What follows belongs to an exercise in optimizing a design on an open flow for small area and few clock cycles per item; a production flow would make more cautious choices.
Where RTL was checked, it was by simulation tests only, not by an equivalence proof against the original.

Design delta_top, start of the top module:
module delta_top (
    input  logic   clk,
    input  logic   rst,
    input  logic   in_valid,
    input  delta_pkg::coeff_t in_coeff,
    output logic   in_ready,
    output logic   out_valid,
    output delta_pkg::delta_t out_delta,
    input  logic   out_ready
);
    localparam int NC = delta_pkg::NUM_COEFFS;
    localparam int RL = delta_pkg::RING_LEN;
    localparam int CW = delta_pkg::COEFF_W;
    logic [RL*CW-1:0] ring;          
    logic [5:0]       phase;         
    logic [3:0]       coeff_idx;     
    logic [1:0]       frame_cnt;     
    logic             stall;
    logic             take;
    logic signed [15:0] c_f1, c_f3, c_f4;
    logic signed [18:0] num_d;
    logic signed [18:0] num_q;
    logic signed [15:0] delta_d;
    assign stall    = out_valid && !out_ready;
    assign in_ready = (phase == 6'd0) && !stall;
    assign take     = in_valid && in_ready;
    assign c_f1  = ring[12*CW +: CW];
    assign c_f3  = ring[38*CW +: CW];
    assign c_f4  = ring[51*CW +: CW];
    delta_num delta_num_inst (
        .c0  ({~in_coeff[15], in_coeff[14:0]}),
        .c1  ({~c_f1[15], c_f1[14:0]}),
        .c3n ({c_f3[15], ~c_f3[14:0]}),
        .c4n ({c_f4[15], ~c_f4[14:0]}),
        .num (num_d)
    );
    delta_datapath delta_datapath_inst (
        .num   (num_q),
        .delta (delta_d)
    );
    always_ff @(posedge clk) begin
        ring[CW +: (RL-1)*CW] <= ring[0 +: (RL-1)*CW];
        ring[0 +: CW]         <= take ? in_coeff : ring[(RL-1)*CW +: CW];
        if (take && frame_cnt == 2'd0) begin
            ring[1*NC*CW +: CW] <= in_coeff;
            ring[2*NC*CW +: CW] <= in_coeff;
        end
    end
    always_ff @(posedge clk) begin
        if (rst) begin
            phase     <= '0;
            coeff_idx <= '0;
            frame_cnt <= '0;
            out_valid <= 1'b0;
        end else begin
            if (!take) begin
  ...
Size in the first run: ~1400 cells after synthesis, ~40 I/O pins, ~22000 sq um of cells after synthesis.
==> module delta_num, before the edit <==
module delta_num (
    input  logic [15:0] c0,
    input  logic [15:0] c1,
    input  logic [15:0] c3n,
    input  logic [15:0] c4n,
    output logic [18:0] num
);
    localparam int LO = 8;    
    logic [18:0] x, y, z, w, s1, k1, s2, k2;
    logic [LO:0] cy;
    assign x = {2'b0, c4n, 1'b1};       
    assign y = {3'b0, c1};
    assign z = {3'b0, c3n};
    assign w = {2'b0, c0, 1'b1};        
    assign s1 = x ^ y ^ z;
    assign k1 = {((x & y) | (x & z) | (y & z)), 1'b0};
    assign s2 = s1 ^ k1 ^ w;
    assign k2 = {((s1 & k1) | (s1 & w) | (k1 & w)), 1'b0};
    assign cy[0] = 1'b1;
    for (genvar i = 0; i < LO; i++) begin : g_lo
        assign num[i]  = s2[i] ^ k2[i] ^ cy[i];
        assign cy[i+1] = (s2[i] & k2[i]) | (s2[i] & cy[i]) | (k2[i] & cy[i]);
    end
    assign num[18:LO] = s2[18:LO] + k2[18:LO] + (19'd327680 >> LO) + (19-LO)'(cy[LO]);
endmodule
==> flow/config.mk <==
export PLATFORM = sky130hd
export DESIGN_NAME = delta_top
export DESIGN_NICKNAME = delta_top
export VERILOG_FILES = /design/flow/design.v
export SDC_FILE = /design/flow/constraint.sdc
export NUM_CORES = 4
export LEC_CHECK = 0
export CAP_MARGIN = 20
export CORE_MARGIN = 2
export CORE_UTILIZATION = 65
export CTS_BUF_LIST = sky130_fd_sc_hd__clkbuf_8
export CTS_CLUSTER_DIAMETER = 50
export CTS_CLUSTER_SIZE = 16
export PLACE_DENSITY = 0.75
export SLEW_MARGIN = 20
==> flow/constraint.sdc <==
create_clock -name core_clock -period 7.0 [get_ports {clk}]
set_input_delay 1.4000 -clock core_clock [delete_from_list [all_inputs] [get_ports {clk}]]
set_output_delay 1.4000 -clock core_clock [all_outputs]
set_load 0.01 [all_outputs]
standard.sh (not shown) runs the stock make flow with config.mk's settings and CLKGATE_MAP_FILE= SYNTH_SCRIPT=/design/flow/synth_recipe.tcl, a recipe that flattens the netlist after the stock synthesis.
==> flow/flow/run.sh <==
#!/bin/bash
# The standard layout (the standard.sh, standard synthesis unchanged) with
# two make variables changed and one netlist step added:
#  - port buffers use buf_1 instead of the cell buffer_ports picks by itself
#  - the clock tree is built without dummy loads, in clusters of up to 20 sinks
#  - after synthesis, flow/polarity.py flips some full-adder cells (a full adder
#    is self-dual) and rebuilds some half adders so that fewer inverters are
#    needed; registers, ports and
#    all other cells stay as synthesis made them
set -euo pipefail
ARGS=(
  BUFFER_PORTS_ARGS="-buffer_cell sky130_fd_sc_hd__buf_1"
  CTS_ARGS="-sink_clustering_enable -repair_clock_nets -sink_clustering_size 20 -sink_clustering_max_diameter 55 -buf_list sky130_fd_sc_hd__clkbuf_8 -dont_use_dummy_load"
)
RES="$PWD/orfs/results/${FLOW_PLATFORM}/delta_top/base"
bash standard.sh "${ARGS[@]}" "$RES/1_2_yosys.v" > synth.log 2>&1
cp "$RES/1_2_yosys.v" "$RES/1_2_yosys.std.v"
python3 flow/polarity.py "$RES/1_2_yosys.std.v" "$RES/1_2_yosys.v" > polarity.log 2>&1
bash standard.sh "${ARGS[@]}" finish > standard.log 2>&1
Other scripts of this flow, unchanged in this note and not shown: flow/flow/polarity.py
==> next run, changes <==
--- a/flow/design.v
+++ b/flow/design.v
@@ -32,10 +32,10 @@
     localparam int LO = 8;    
     logic [18:0] x, y, z, w, s1, k1, s2, k2;
     logic [LO:0] cy;
-    assign x = {2'b0, c4n, 1'b1};       
+    assign x = {2'b0, c0, 1'b1};        
     assign y = {3'b0, c1};
     assign z = {3'b0, c3n};
-    assign w = {2'b0, c0, 1'b1};        
+    assign w = {2'b0, c4n, 1'b1};       
     assign s1 = x ^ y ^ z;
     assign k1 = {((x & y) | (x & z) | (y & z)), 1'b0};
     assign s2 = s1 ^ k1 ^ w;
=>
- The changed run completed with no timing, DRC or antenna violations
- fmax rises by 2.0%
- final cell count falls by 0.41%
- die area rises by 0.90%
- setup slack improves by 0.14 ns
- routed wire length falls by 5.1%
- design area falls by 0.75%
Testbench counts after the change, summed over its fixed seeds: cycles 5,000, deltas 4,784.
For the first run of this note, only the layout was checked, not whether the RTL still works.

port drivers added, routing unchanged:
The flow's constraints put no driver on any port. The routed layouts listed below were extracted and timed again, unchanged, in two steps. Step 1: set_driving_cell puts a clkbuf_16 on clk and a buf_2 on each other input, an assumption about the parent block. Step 2 also shifts input and output timing later by t, the mid clock arrival at the registers, as if the neighbouring blocks saw the same clock. Slacks: ideal / step 1 / step 2; pairs: ideal / step 1.
| run | shift t [ns] | slack for setup (ns) | worst hold slack (ns) | slew at the worst register clock pin (ns) | pins driven straight from the clock port |
|---|---|---|---|---|---|
| the first run | 0.657 | 0.213 / 0.165 / -0.010 | 0.259 / 0.259 / 0.259 | 0.11 / 0.11 | 1 |
| the second run | 0.643 | 0.348 / 0.350 / -0.274 | 0.265 / 0.265 / 0.265 | 0.12 / 0.12 | 1 |
With both steps, setup timing fails in the first run and the second run, where it was met with ideal ports. For the second run, which loses most, drivers alone change the setup slack by +0.002 ns; drivers and shift together by -0.622 ns.
